Source: an optimization exercise on an open RTL-to-GDS flow (aim: small area, a short achievable clock period and few clock cycles per item). Production flows keep margins and buffers that such runs may drop.
RTL that was checked went through simulation tests only; none was proved equivalent to the original.

== birch ==
==> module epfmm_page_ram, before the edit <==
module epfmm_page_ram (
   input  logic       clock,
   input  logic       clear,         
   input  logic       fill_go,       
   input  logic       clear_pend,    
   input  logic       fill_pend,     
   input  logic       fill_ems,
   input  logic [8:0] fill_s,        
   input  logic [8:0] fill_e,        
   input  logic [4:0] rd_lane,
   output logic [4:0] rd_ovr,        
   output logic [4:0] rd_ems
);
   localparam int unsigned FIRST = epfmm_pkg::FILL_FIRST;
   localparam int unsigned N     = epfmm_pkg::FILL_PAGES;
   localparam int unsigned W     = 32;
   localparam int unsigned G0    = FIRST / W;
   localparam int unsigned NG    = N / W;
   logic [N-1:0] ovr_ff, ems_ff;
   function automatic logic lt5(input logic [4:0] a, input logic [4:0] b);
      logic [4:0] g, e;
      g = ~a & b;
      e = ~(a ^ b);
      for (int k = 0; k < 3; k++) begin
         for (int i = 4; i >= 0; i--) begin
            if (i >= (1 << k)) begin
               g[i] = g[i] | (e[i] & g[i - (1 << k)]);
               e[i] = e[i] & e[i - (1 << k)];
            end
         end
      end
      lt5 = g[4];
   endfunction
   logic [NG-1:0] g_first, g_last, g_full;
   logic [NG-1:0] w_first, w_last, w_full;
   logic [W-1:0]  l_first, l_lt;
   logic          same;
   logic [N-1:0]  we;
   always_comb begin
      same = (fill_s[8:5] == fill_e[8:5]);
      for (int g = 0; g < NG; g++) begin
         g_first[g] = (4'(G0 + g) == fill_s[8:5]);
         g_last[g]  = !same && (4'(G0 + g) == fill_e[8:5]);
         g_full[g]  = (4'(G0 + g) > fill_s[8:5]) && (4'(G0 + g) < fill_e[8:5]);
         w_first[g] = fill_go && g_first[g];
         w_last[g]  = fill_go && g_last[g];
         w_full[g]  = fill_go && g_full[g];
      end
      for (int l = 0; l < W; l++) begin
         l_lt[l]    = (5'(l) < fill_e[4:0]);
         l_first[l] = (5'(l) >= fill_s[4:0]) && (l_lt[l] || !same);
      end
      for (int i = 0; i < N; i++) begin
         we[i] = w_full[i/W] || (w_first[i/W] && l_first[i%W]) ||
                 (w_last[i/W] && l_lt[i%W]);
      end
   end
   always_ff @(posedge clock) begin
      for (int i = 0; i < N; i++) begin
         if (clear) begin
            ovr_ff[i] <= 1'b0;
         end else if (we[i]) begin
            ovr_ff[i] <= 1'b1;
         end
         if (we[i]) begin
            ems_ff[i] <= fill_ems;
         end
      end
   end
   logic          r_lt, r_first;
   logic [NG-1:0] r_we;
   assign r_lt    = lt5(rd_lane, fill_e[4:0]);
   assign r_first = !lt5(rd_lane, fill_s[4:0]) && (r_lt || !same);
   always_comb begin
      for (int g = 0; g < NG; g++) begin
         r_we[g]   = fill_pend && (g_full[g] || (g_first[g] && r_first) ||
                                   (g_last[g] && r_lt));
         rd_ovr[g] = !clear_pend && (r_we[g] || ovr_ff[g*W + 32'(rd_lane)]);
         rd_ems[g] = r_we[g] ? fill_ems : ems_ff[g*W + 32'(rd_lane)];
      end
   end
endmodule
export LEC_CHECK = 0
export CAP_MARGIN = 20
export CORE_MARGIN = 2
export CORE_UTILIZATION = 40
export SETUP_SLACK_MARGIN = 2.0
export SLEW_MARGIN = 20
create_clock -name core_clock -period 5.0 [get_ports {clock}]
run.sh (not shown) runs the stock make flow with config.mk's settings and CLKGATE_MAP_FILE= SYNTH_SCRIPT=/design/flow/synth_recipe.tcl, a recipe that flattens the netlist after the stock synthesis.
Testbench counts of birch, summed over its fixed seeds: cycles 7,101, items 7,085.
For oak, these inputs were changed with respect to birch:
==> flow/design.v, changed modules only <==
module epfmm_page_ram (
   input  logic       clock,
   input  logic       clear,         
   input  logic       fill_go,       
   input  logic       clear_pend,    
   input  logic       fill_pend,     
   input  logic       fill_ems,
   input  logic [8:0] fill_s,        
   input  logic [8:0] fill_e,        
   input  logic [4:0] rd_lane,
   output logic [4:0] rd_ovr,        
   output logic [4:0] rd_ems
);
   localparam int unsigned FIRST = epfmm_pkg::FILL_FIRST;
   localparam int unsigned N     = epfmm_pkg::FILL_PAGES;
   localparam int unsigned W     = 32;
   localparam int unsigned G0    = FIRST / W;
   localparam int unsigned NG    = N / W;
   logic [N-1:0] ovr_ff, ems_ff;
   logic [NG-1:0] g_first, g_last, g_full;
   logic [NG-1:0] w_first, w_last, w_full;
   logic [W-1:0]  l_first, l_lt;
   logic          same;
   logic [N-1:0]  we;
   always_comb begin
      same = (fill_s[8:5] == fill_e[8:5]);
      for (int g = 0; g < NG; g++) begin
         g_first[g] = (4'(G0 + g) == fill_s[8:5]);
         g_last[g]  = !same && (4'(G0 + g) == fill_e[8:5]);
         g_full[g]  = (4'(G0 + g) > fill_s[8:5]) && (4'(G0 + g) < fill_e[8:5]);
         w_first[g] = fill_go && g_first[g];
         w_last[g]  = fill_go && g_last[g];
         w_full[g]  = fill_go && g_full[g];
      end
      for (int l = 0; l < W; l++) begin
         l_lt[l]    = (5'(l) < fill_e[4:0]);
         l_first[l] = (5'(l) >= fill_s[4:0]) && (l_lt[l] || !same);
      end
      for (int i = 0; i < N; i++) begin
         we[i] = w_full[i/W] || (w_first[i/W] && l_first[i%W]) ||
                 (w_last[i/W] && l_lt[i%W]);
      end
   end
   always_ff @(posedge clock) begin
      for (int i = 0; i < N; i++) begin
         if (clear) begin
            ovr_ff[i] <= 1'b0;
         end else if (we[i]) begin
            ovr_ff[i] <= 1'b1;
         end
         if (we[i]) begin
            ems_ff[i] <= fill_ems;
         end
      end
   end
   logic [W-1:0]  r_hot;
   logic          r_lt, r_first;
   logic [NG-1:0] r_we, r_ovr, r_ems;
   always_comb begin
      for (int l = 0; l < W; l++) begin
         r_hot[l] = (rd_lane == 5'(l));
      end
      r_lt    = |(r_hot & l_lt);
      r_first = |(r_hot & l_first);
      for (int g = 0; g < NG; g++) begin
         r_ovr[g]  = |(r_hot & ovr_ff[g*W +: W]);
         r_ems[g]  = |(r_hot & ems_ff[g*W +: W]);
         r_we[g]   = fill_pend && (g_full[g] || (g_first[g] && r_first) ||
                                   (g_last[g] && r_lt));
         rd_ovr[g] = !clear_pend && (r_we[g] || r_ovr[g]);
         rd_ems[g] = r_we[g] ? fill_ems : r_ems[g];
      end
   end
endmodule
--- outcome ---
oak vs birch, path type of the worst setup path: reg2reg vs in2reg. Compared with birch, in oak number of standard cells in the final layout excluding fillers has decreased, number of distinct library cells after synthesis has increased, floorplan core area has decreased. Row synthesized cell count: oak lower / birch higher. Total via count in the routed design (lower): birch. Against birch, the final cell area of oak is higher. Going from birch to oak, the wire length was found to have gone up by 11%. oak ends up with a count of clock-buffer cells in the layout that is 2 lower than in birch. [oak vs birch] share of cells above drive strength 1: higher in oak. The setup slack of oak was inferior to that of birch.
For oak, only the layout was checked, not whether the RTL still works.

==> re-timing with driven ports <==
In the flow no input, the clock included, has a driving cell. The finished layouts below were timed again as built, in two steps. Step 1 assumes that a clkbuf_16 drives the clock port and a buf_2 every other input. Step 2 times the ports against the registers' clock, not the clock port: input delays grow and output delays shrink by t, the midpoint of the rising clock arrivals with the driver on. a / b / c = no drivers / after step 1 / after step 2; a / b = the first two.
run | t, ns | slack for setup (ns) | worst setup path at the end | pins driven straight from the clock port
birch | 0.655 | 2.002 / 2.033 / 1.380 | input to register | 1
oak | 0.697 | 1.599 / 1.599 / 0.956 | input to register | 1
After both steps every run listed still meets setup and hold. For oak, which loses most, drivers alone change the setup slack by 0.000 ns; drivers and shift together by -0.643 ns.
